Context: an optimization exercise on an open-source flow, tuned for small area, a short achievable clock period and few clock cycles per item. The choices shown serve that exercise and are no tape-out recipe. Where RTL was checked, it was by simulation tests only, not by an equivalence proof against the original.

Design semi_discrete_ot_averaged_sgd, start of the top module:
module semi_discrete_ot_averaged_sgd #(
   parameter int ROWS        = sdot_pkg::DEF_ROWS,
   parameter int MAX_COLUMNS = sdot_pkg::DEF_MAX_COLUMNS
) (
   input  logic             clock,
   input  logic             reset,
   input  logic             req_valid,
   output logic             req_stall,
   input  logic [31:0]      req_cost,
   input  logic             req_final_column,
   output logic             rsp_valid,
   input  logic             rsp_stall,
   output logic [3:0]       rsp_potential_index,
   output logic [31:0]      rsp_potential_value,
   output logic             rsp_last_of_run,
   input  logic             csr_write,
   input  logic [sdot_pkg::IDX_W-1:0] csr_index,
   input  logic [sdot_pkg::CSR_W-1:0] csr_data
);
Size in the first run: ~15000 cells after synthesis, roughly 100 I/O pins.
Settings: LEC_CHECK=0, CAP_MARGIN=20, CORE_MARGIN=2, CORE_UTILIZATION=40, PLACE_DENSITY=0.6, SETUP_SLACK_MARGIN=3.0, SLEW_MARGIN=20; clock period 11.0 ns.
run.sh (not shown) runs the stock make flow with config.mk's settings and CLKGATE_MAP_FILE= SYNTH_SCRIPT=/design/flow/synth_recipe.tcl, a recipe that flattens the netlist after the stock synthesis.
Then changed:
--- a/flow/design.v
+++ b/flow/design.v
@@ -177,24 +177,22 @@
    logic [4:0]  l4, row4;
    logic        neg4, act4, fl4;
    logic [31:0] quo5, d5, v5;
    logic [4:0]  row5;
    logic        neg5, act5, fl5;
    logic [M-1:0][31:0] f_d;
    logic [M-1:0][31:0] f_v;
    logic        rsp_v_ff, rsp_last_ff;
    logic [3:0]  rsp_idx_ff;
    logic [31:0] rsp_val_ff;
-   logic [47:0] g2;
-   logic        g2_vld, gm_busy;
-   logic [23:0] gm_sr;
-   logic [4:0]  gm_cnt;
+   logic [47:0] g2;                  
+   logic        g2_vld, gsq3, gsq4;
    logic [19:0] en_idx, en_n;
    logic [21:0] en_n3;
    logic [1:0]  en_st;               
    logic [19:0] en_r1, en_r2;
    logic [3:0]  en_p, en_nib, en_rc, en_nb;
    logic        en_nibv, en_last, en_sd;
    logic [29:0] en_R;
    logic [23:0] en_e;
    logic [31:0] en_m;
    logic [4:0]  en_l;
@@ -356,25 +354,25 @@
             f_v[i] <= f_v[(i + 1 < M) ? i + 1 : i];
          end
       end
       dp2  <= dp;
       dm2  <= dm;
       v2   <= vin;
       c2   <= ib_cost;
       m2   <= m_e;
       l2   <= l_e;
       row2 <= hr;
-      ax3    <= ax2;
+      ax3    <= csr_gain ? {8'd0, csr_data} : ax2;
       neg3_r <= neg2;
       d3     <= dsel2;
       v3     <= v2;
-      m3     <= m2;
+      m3     <= csr_gain ? {8'd0, csr_data} : m2;
       l3     <= l2;
       row3   <= row2;
       ps4  <= pt6[0];
       pc4  <= pt6[1];
       neg4 <= neg3_r;
       d4   <= d3;
       v4   <= v3;
       l4   <= l3;
       row4 <= row3;
       quo5 <= quo4;
@@ -510,30 +508,20 @@
       logic [22:0] t1, t2, t3;
       rs = {r, b};
       t1 = {1'b0, rs} - {3'b000, n};
       t2 = {1'b0, rs} - {2'b00, n, 1'b0};
       t3 = {1'b0, rs} - {1'b0, n3};
       if (!t3[22])      div4 = {2'd3, t3[19:0]};
       else if (!t2[22]) div4 = {2'd2, t2[19:0]};
       else if (!t1[22]) div4 = {2'd1, t1[19:0]};
       else              div4 = {2'd0, rs[19:0]};
    endfunction
-   logic [47:0] gm_acc_n;
-   logic [23:0] gm_sr_n;
-   always_comb begin
-      gm_acc_n = g2;
-      gm_sr_n  = gm_sr;
-      for (int i = 0; i < 2; i++) begin
-         gm_acc_n = {gm_acc_n[46:0], 1'b0} + (gm_sr_n[23] ? {24'd0, gain_ff} : 48'd0);
-         gm_sr_n  = {gm_sr_n[22:0], 1'b0};
-      end
-   end
    logic [3:0] g2_skip;
    always_comb begin
       g2_skip = 4'd11;
       for (int i = 10; i >= 0; i--) if (g2[47-4*i -: 4] != 4'd0) g2_skip = 4'(i);
    end
    logic [3:0]  gn_nib;
    logic [19:0] gn_r1;
    logic [29:0] sq_R_n;
    logic [23:0] sq_e_n;
    logic [19:0] rc_r2_n;
@@ -596,37 +584,30 @@
    wire        dq_free = !dq_busy && !dq_rdy;
    wire        sq_fin  = en_nibv && en_last;
    wire        en_fin  = (en_st == 2'd1) && (sq_fin || en_sd) && en_rc[3];
    wire [23:0] e_fin   = sq_fin ? sq_e_n : en_e;
    wire [31:0] m_fin   = (en_rc == 4'd8) ? (en_m + {31'd0, (en_r2 != 20'd0)}) : en_m;
    wire        dq_take = dq_free && (en_fin || (en_st == 2'd3));
    wire        en_go   = ((en_st == 2'd0) || dq_take) && ((en_idx == 20'd1) || g2_vld);
    wire        e_take  = dq_rdy && !e_vld;
    always_ff @(posedge clock) begin
       if (reset) begin
-         g2      <= 48'd1 << 32;
-         g2_vld  <= 1'b1;
-         gm_busy <= 1'b0;
-      end else if (csr_gain) begin
-         g2      <= 48'd0;
-         g2_vld  <= 1'b0;
-         gm_busy <= 1'b1;
-         gm_sr   <= csr_data[23:0];
-         gm_cnt  <= 5'd0;
-      end else if (gm_busy) begin
-         g2     <= gm_acc_n;
-         gm_sr  <= gm_sr_n;
-         gm_cnt <= gm_cnt + 5'd1;
-         if (gm_cnt == 5'd11) begin
-            gm_busy <= 1'b0;
-            g2_vld  <= 1'b1;
-         end
+         g2     <= 48'd1 << 32;
+         g2_vld <= 1'b1;
+         gsq3   <= 1'b0;
+         gsq4   <= 1'b0;
+      end else begin
+         gsq3 <= csr_gain;
+         gsq4 <= gsq3;
+         if (gsq4) g2 <= {sum4[47:32] - gain_ff[15:0], sum4[31:0]};
+         if (csr_gain || gsq3) g2_vld <= 1'b0;
+         else if (gsq4)        g2_vld <= 1'b1;
       end
       if (restart) begin
          en_idx  <= 20'd1;
          en_st   <= 2'd0;
          dq_busy <= 1'b0;
          dq_rdy  <= 1'b0;
          e_vld   <= 1'b0;
          r_vld   <= 1'b0;
       end else begin
          if (en_go) begin
Outcome:
- The changed run finished with timing, DRC and antenna clean
- worst setup slack is worse by 0.0047 ns
- wire length falls by 1.3%
- register-to-register slack stays flat
- clock-buffer cell count falls by 8
- global-route usage is about the same
- core utilization is about the same
- non-clock buffer count falls by 12
- first-iteration DRC count rises by 0.90%
- design area falls by 1.9%
- die area falls by 1.7%
- final cell count falls by 2.8%
- critical path depth falls by 1
- via count falls by 3.1%
Testbench counts after the change, summed over its fixed seeds: cycles 5,021, columns 374.
For the first run of this note, only the layout was checked, not whether the RTL still works.

## port drivers added, routing unchanged
The flow's constraints put no driver on any port. The routed layouts listed below were extracted and timed again, unchanged, in two steps. Step 1 assumes that a clkbuf_16 drives the clock port and a buf_2 every other input. Step 2 moves the port delays by t, midway between the first and last clock arrival at a register: inputs arrive t later, outputs are due t later. That takes back most of the time a late clock gives input paths. Three values: no drivers, after step 1, after step 2; two values: the first two.
run	t, ns	setup slack, ns	latest minus earliest clock arrival (ns)
the first run	1.000	3.414 / 3.414 / 3.414	0.112 / 0.112
the second run	1.008	3.410 / 3.410 / 3.410	0.114 / 0.114
After both steps every run listed still meets setup and hold.
